Background: an optimization exercise with open tools, aiming at small area and a short achievable clock period. Do not read the settings as production practice.
Function was checked by simulation only, so behaviour that the tests miss may differ from the original.
Power and IR drop assume default switching activity.

===== flow/config.mk =====
export PLATFORM = sky130hd
export DESIGN_NAME = mips_bard_core
export DESIGN_NICKNAME = mips_bard_core
export VERILOG_FILES = /design/flow/design.v
export SDC_FILE = /design/flow/constraint.sdc
export NUM_CORES = 4
export LEC_CHECK = 0
export CAP_MARGIN = 20
export CORE_MARGIN = 2
export CORE_UTILIZATION = 40
export SLEW_MARGIN = 20

===== flow/constraint.sdc =====
create_clock -name core_clock -period 10.0 [get_ports {clk}]
set_input_delay 2.0000 -clock core_clock [delete_from_list [all_inputs] [get_ports {clk}]]
set_output_delay 2.0000 -clock core_clock [all_outputs]
set_load 0.01 [all_outputs]

===== flow/design.v =====
package mips_bard_pkg;
   localparam logic [5:0] OP_RTYPE = 6'h00;
   localparam logic [5:0] OP_J     = 6'h02;
   localparam logic [5:0] OP_JAL   = 6'h03;
   localparam logic [5:0] OP_BEQ   = 6'h04;
   localparam logic [5:0] OP_BNE   = 6'h05;
   localparam logic [5:0] OP_ADDI  = 6'h08;
   localparam logic [5:0] OP_SLTI  = 6'h0A;
   localparam logic [5:0] OP_ANDI  = 6'h0C;
   localparam logic [5:0] OP_ORI   = 6'h0D;
   localparam logic [5:0] OP_LUI   = 6'h0F;
   localparam logic [5:0] OP_LW    = 6'h23;
   localparam logic [5:0] OP_SW    = 6'h2B;
   localparam logic [5:0] FN_SLL = 6'h00;
   localparam logic [5:0] FN_SRL = 6'h02;
   localparam logic [5:0] FN_JR  = 6'h08;
   localparam logic [5:0] FN_ADD = 6'h20;
   localparam logic [5:0] FN_SUB = 6'h22;
   localparam logic [5:0] FN_AND = 6'h24;
   localparam logic [5:0] FN_OR  = 6'h25;
   localparam logic [5:0] FN_SLT = 6'h2A;
   localparam logic [2:0] AluAdd = 3'd0;
   localparam logic [2:0] AluSub = 3'd1;
   localparam logic [2:0] AluAnd = 3'd2;
   localparam logic [2:0] AluOr  = 3'd3;
   localparam logic [2:0] AluSlt = 3'd4;
   localparam logic [2:0] AluSll = 3'd5;
   localparam logic [2:0] AluSrl = 3'd6;
   localparam logic [2:0] AluLui = 3'd7;
   localparam logic [2:0] WbAlu  = 3'd0;
   localparam logic [2:0] WbMem  = 3'd1;
   localparam logic [2:0] WbRt   = 3'd2;
   localparam logic [2:0] WbLink = 3'd3;
   localparam logic [2:0] WbZero = 3'd4;
endpackage
module mips_bard_regfile (
   input  logic        clk_i,
   input  logic [31:1] we_i,
   input  logic [31:0] wdata_i,
   input  logic [4:0]  raddr_a_i,
   input  logic [4:0]  raddr_b_i,
   output logic [31:0] rdata_a_o,
   output logic [31:0] rdata_b_o
);
   logic [31:0] regs_q [1:31];
   always_ff @(posedge clk_i) begin
      for (int i = 1; i < 32; i++) begin
         if (we_i[i]) regs_q[i] <= wdata_i;
      end
   end
   always_comb begin
      rdata_a_o = '0;
      rdata_b_o = '0;
      for (int i = 1; i < 32; i++) begin
         rdata_a_o = rdata_a_o | (regs_q[i] & {32{raddr_a_i == 5'(i)}});
         rdata_b_o = rdata_b_o | (regs_q[i] & {32{raddr_b_i == 5'(i)}});
      end
   end
endmodule
import mips_bard_pkg::*;
module mips_bard_core #(
   parameter logic [31:0] RESET_PC = 32'h1000_0000
) (
   input  logic        clk,
   input  logic        rst,
   input  logic [31:0] instruction,
   output logic [31:0] pc,
   output logic [31:0] data_out
);
   logic [31:0] pc_q, pc_d, data_q, data_d, res;
   logic [5:0]  opcode, funct;
   logic [4:0]  rs, rt, rd, shamt, waddr;
   logic [15:0] imm;
   logic [31:0] rs_val, rt_val, b_op, sum, sh_rot, sh_mask, pc_plus4, br_target;
   logic [31:1] rf_we;
   logic        rtype, f_add, f_sub, f_and, f_or, f_slt, f_sll, f_srl, f_jr;
   logic        i_addi, i_slti, i_andi, i_ori, i_lui, i_beq, i_bne, i_j, i_jal;
   logic        use_imm, sub_mode, s_add, s_and, s_or, s_slt, wr_en, lt, eq;
   logic [4:0]  rot_amt;
   assign opcode = instruction[31:26];
   assign rs     = instruction[25:21];
   assign rt     = instruction[20:16];
   assign rd     = instruction[15:11];
   assign shamt  = instruction[10:6];
   assign funct  = instruction[5:0];
   assign imm    = instruction[15:0];
   assign rtype  = (opcode == OP_RTYPE);
   assign f_add  = rtype && (funct == FN_ADD);
   assign f_sub  = rtype && (funct == FN_SUB);
   assign f_and  = rtype && (funct == FN_AND);
   assign f_or   = rtype && (funct == FN_OR);
   assign f_slt  = rtype && (funct == FN_SLT);
   assign f_sll  = rtype && (funct == FN_SLL);
   assign f_srl  = rtype && (funct == FN_SRL);
   assign f_jr   = rtype && (funct == FN_JR);
   assign i_addi = (opcode == OP_ADDI);
   assign i_slti = (opcode == OP_SLTI);
   assign i_andi = (opcode == OP_ANDI);
   assign i_ori  = (opcode == OP_ORI);
   assign i_lui  = (opcode == OP_LUI);
   assign i_beq  = (opcode == OP_BEQ);
   assign i_bne  = (opcode == OP_BNE);
   assign i_j    = (opcode == OP_J);
   assign i_jal  = (opcode == OP_JAL);
   assign use_imm  = i_addi | i_slti | i_andi | i_ori;
   assign sub_mode = f_sub | f_slt | i_slti;
   assign s_add    = f_add | f_sub | i_addi;
   assign s_and    = f_and | i_andi;
   assign s_or     = f_or | i_ori;
   assign s_slt    = f_slt | i_slti;
   assign wr_en    = s_add | s_and | s_or | s_slt | f_sll | f_srl | i_lui | i_jal;
   assign waddr    = i_jal ? 5'd31 : (rtype ? rd : rt);
   always_comb begin
      for (int i = 1; i < 32; i++) rf_we[i] = rst | (wr_en && (waddr == 5'(i)));
   end
   mips_bard_regfile u_regfile (
      .clk_i     (clk),
      .we_i      (rf_we),
      .wdata_i   (data_d),
      .raddr_a_i (rs),
      .raddr_b_i (rt),
      .rdata_a_o (rs_val),
      .rdata_b_o (rt_val)
   );
   assign b_op = use_imm ? ((i_andi | i_ori) ? {16'h0000, imm} : {{16{imm[15]}}, imm}) : rt_val;
   assign sum  = rs_val + (sub_mode ? ~b_op : b_op) + {31'd0, sub_mode};
   assign lt   = (rs_val[31] ^ b_op[31]) ? rs_val[31] : sum[31];
   assign rot_amt = f_sll ? (5'd0 - shamt) : shamt;
   assign sh_rot  = (rt_val >> rot_amt) | (rt_val << (6'd32 - {1'b0, rot_amt}));
   always_comb begin
      for (int j = 0; j < 32; j++)
         sh_mask[j] = (f_srl && (j + shamt < 32)) || (f_sll && (j >= shamt));
   end
   assign pc_plus4 = {pc_q[31:2] + 30'd1, pc_q[1:0]};
   assign res = ({32{s_add}} & sum)
              | ({32{s_and}} & (rs_val & b_op))
              | ({32{s_or}}  & (rs_val | b_op))
              | {31'd0, s_slt & lt}
              | (sh_mask & sh_rot)
              | ({32{i_lui}} & {imm, 16'h0000})
              | ({32{i_jal}} & pc_plus4);
   assign data_d = rst ? 32'd0 : res;
   logic [30:0] br_sum;
   assign br_sum    = {pc_q[31:2], 1'b1} + {{14{imm[15]}}, imm, 1'b1};
   assign br_target = {br_sum[30:1], pc_q[1:0]};
   assign eq        = (rs_val == rt_val);
   always_comb begin
      if (rst)                                   pc_d = RESET_PC;
      else if ((i_beq && eq) || (i_bne && !eq))  pc_d = br_target;
      else if (i_j || i_jal)                     pc_d = {pc_plus4[31:28], instruction[25:0], 2'b00};
      else if (f_jr)                             pc_d = rs_val;
      else                                       pc_d = pc_plus4;
   end
   always_ff @(posedge clk) begin
      pc_q   <= pc_d;
      data_q <= data_d;
   end
   assign pc       = pc_q;
   assign data_out = data_q;
endmodule

===== flow/run.sh =====
#!/bin/bash
# synth_recipe.tcl (not shown) runs the flow's synth.tcl, then flattens the netlist and writes it again
# the make line also repeats each setting of config.mk as NAME=value (left out here)
make -C /OpenROAD-flow-scripts/flow DESIGN_CONFIG=/design/flow/config.mk WORK_HOME=/design/flow/orfs CLKGATE_MAP_FILE= SYNTH_SCRIPT=/design/flow/synth_recipe.tcl finish

==> impl_results.md <==
* Antenna violations before repair at 19
* ANT nets after route at 0
* Routed wire length per instance at 43.1 µm
* RR Startpoint: u_regfile.regs_q[11][3]
* Die Wd at approximately 380 µm
* Worst r2r path cells at 20
* F_max at around 120 MHz
* CORE AREA at about 140000 µm²
* Clock sinks at about 1100
* Crit Path Category: primary input to register
* H-tree Lvls at 3
* Relative slew margins at between 8 and 9%
* Grt ovf at 0
* Final hold violation count at 0
* CP startpoint: instruction[24]
* Period minus WS final at 8.68 ns
* Vias per Instance at about 7.6
* Clock latency on the worst-skew pair at 0.77 ns
* Commonest cells post-synth: edfxtp_1 (992), nand3_1 (887), a22oi_1 (346)
* Port bufs at between 90 and 100
* Hold bufs inserted after CTS at 0
* Top cells by area, synth: edfxtp_1 (52%), nand3_1 (7.8%), a22oi_1 (4.6%)
* Worst Clk Skew at 0.0557 ns
* TritonCTS clock tree: yes
* Setup_tns at 0 ns
* Pwr dens at between 150 and 200 nW/µm²
* Post-synth EDFFs at a little under 1000
* GRT Overall Usage at about two fifths
* Arrival time at the worst endpoint at slightly above 9 ns
* Site row count at ~140
* Residual DRC at 0
* CTS buffer count at approximately 110
* LEAKAGE at roughly 24 nW
* DP HPWL at just over 200 mm
* Final nets at 5460
* Pins Over Slew Limit at 0
* Mean Syn Cell Area at 10.8 µm²
* R2R Path End: u_regfile.regs_q[9][0]
* Total I/O pin count at 98
* Post-CTS setup buffer count at 0
* First-pass GRT wire length at ~430 mm
* Synth top area share at between 50% and 60%
* Final total power at approximately 12 mW
* Die area at between 100000 and 150000 µm²
* Worst setup path endpoint: u_regfile.regs_q[17][16]
* Syn Nets at 5384
* Min-Delay Path Class: register to register
* Hold path start: pc_q[1]
* R2r setup slk at ~4.1 ns
* Post-synth top flop: edfxtp_1
* Critical Path Sink Type: register
* Final setup fails at 0
* Drt pass-1 iters at 9
* Starting density of the core at between 40% and 50%
* Maximum number of pins on one net before global-route repair at 71
* Top-count cell post-synth: edfxtp_1
* Slew at the pin closest to its max-slew limit at about 1.4 ns
* CTS root buf: clkbuf_16
* Sequential-to-total area share from yosys stat at between 50 and 60%
* Routed via count at around 56000
* Startpoint Class: primary input
* Die Ht at ~380 µm
* Period utilisation layout at 86.8%
* Vias in the first global route at 50500
* Crit Path Max Fanout at 32
* Status: complete, no violations
* Async set or reset register ratio after synthesis at 0%
* Post-Syn Instances at 5282
* Synth warn at 3
* First DRT Iteration DRCs at ~12000
* Post-CTS Resized at 0
* Layout cells sized above 1 at around 14%
* Required @ worst endpoint at ~10 ns
* Area leader, netlist: edfxtp_1
* Mapped Area at between 50000 and 60000 µm²
* CTS Buffer Depth at 3
* VDD IR max at between 0.00015 and 0.0002 V
* Routed WL at around 320 mm
* RSZ-0062 raised after global routing: no
* Number of synthesized register bits at about 1100
* Synth unique cells at 93
* Area grow syn2layout at 16.3%
* Maxcap violations at 0
* Clock transition at the registers of the reported paths at around 0.060 ns
* GPL Wtd Cong at slightly above 1
## report_power, final
part / internal, mW / leakage (nW) / switching (mW) / total [mW]
registers: 5.03 / 10.8 / 0.142 / 5.18
logic: 0.537 / 11.4 / 1.45 / 1.99
clock network: 2.62 / 1.90 / 1.88 / 4.50
## kinds of logic (layout without fill, tap and decap cells)
| logic type | after synthesis | count (layout) | synth area share (%) |
|---|---|---|---|
| AOI/OAI and AO/OA | 1195 | 1195 | 15.2 |
| xor gates and xnor gates | 150 | 150 | 2.31 |
| adders and majority gates | 68 | 68 | 1.52 |
| buffers and inverters | 523 | 693 | 3.78 |
| DFF | 1056 | 1056 | 54.5 |
| muxes | 99 | 99 | 2.40 |
| other | 0 | 19 | 0 |
| and+or+nand+nor | 2191 | 2191 | 20.3 |
## layout make-up
type	count	area (µm²)
Timing Repair Buffer	448	4080
Antenna cell	19	47.5
Inverter	37	139
Fill cell	12900	75100
Sequential cell	1056	31100
Clock inverter	67	906
Multi-Input combinational cell	3703	24700
Tap cell	1890	2360
Clock buffer	141	3000
## stage by stage
stage                     utilization (%)  area (µm²)  setup WS [ns]  std cells  hold slack [ns]
after floorplan                         -       57000          0.885       5282            0.500
after global placement               44.0       62200          0.892       7128            0.586
after detailed placement             44.0       62300          0.871       7130            0.577
after CTS                            46.8       66200           1.58       7338            0.589
after global routing                 46.8       66200           1.22       7342            0.645
final                                46.9       66300           1.32       7361            0.597
## worst min path at each step
stage | to | slack (ns) | cells past startpoint
3_3_place_gp | pc_q[1] | 0.59 | 2
3_5_place_dp | pc_q[1] | 0.58 | 2
4_1_cts | pc_q[1] | 0.59 | 2
6_report | pc_q[1] | 0.60 | 2
5_1_grt | pc_q[1] | 0.64 | 2
2_1_floorplan | pc_q[1] | 0.50 | 2
## registers in the layout (all words and copies together) (netlist names)
| signal | cells |
|---|---|
| u_regfile.regs_q | 992 |
| data_q | 32 |
| pc_q | 32 |
## cell usage in the layout (no fill, tap or decap), types with 51 or more instances in the layout
master,n
nor3_1,51
nand4_1,257
dfxtp_1,64
edfxtp_1,992
xor2_1,58
clkbuf_16,114
clkdlybuf4s50_1,95
a2111oi_0,64
o21ai_0,161
and3_1,247
ha_1,66
buf_4,314
xnor2_1,86
a21oi_1,151
nor2_1,185
nand2_1,252
a22oi_1,345
nand3_1,887
## worst max-delay path, stage by stage
cell             delay, ns
clkdlybuf4s50_1       0.86
buf_4                 0.34
nand3b_1              0.39
nor2_4                1.07
buf_4                 0.53
a22oi_1               0.16
nand3_1               0.18
or4_1                 0.46
ha_1                  0.42
nor3_1                0.20
nor2_1                0.08
a311oi_1              0.30
o21ai_0               0.20
buf_4                 0.19
a21o_1                0.18
a21o_1                0.20
a21o_1                0.18
a21oi_1               0.17
xor2_1                0.08
o22ai_1               0.18
a31o_2                0.66
## routing by layer
| layer | vias up | GRT usage (%) | share of wire (%) | routed length (µm) |
|---|---|---|---|---|
| met2 | 5822 | 60.2 | 41 | 130000 |
| li1 | 21300 | - | - | - |
| met3 | 1607 | 14.7 | 15 | 49000 |
| met1 | 27000 | 51.6 | 34 | 107000 |
| met4 | 10 | 32.1 | 9.8 | 30900 |
| met5 | - | 0 | 0.024 | 75 |

re-timing with driven ports:
The flow's constraints put no driver on any port. The routed layout listed below was extracted and timed again, unchanged, in two steps. Step 1 assumes that a clkbuf_16 drives the clock port and a buf_2 every other input. Step 2 moves the port delays by t, midway between the first and last clock arrival at a register: inputs arrive t later, outputs are due t later. That takes back most of the time a late clock gives input paths. Three values: ideal, step 1, step 2; two values: the first two.
t, ns: 0.826
setup slack, ns: 1.317 / 1.379 / 0.553
hold WS [ns]: 0.597 / 0.597 / 0.597
worst setup path after step 2: input to register
worst slew at a driven data input, ns: 0.04
After both steps setup and hold are still met in this run. For this run, drivers alone change the setup slack by +0.062 ns; drivers and shift together by -0.764 ns.
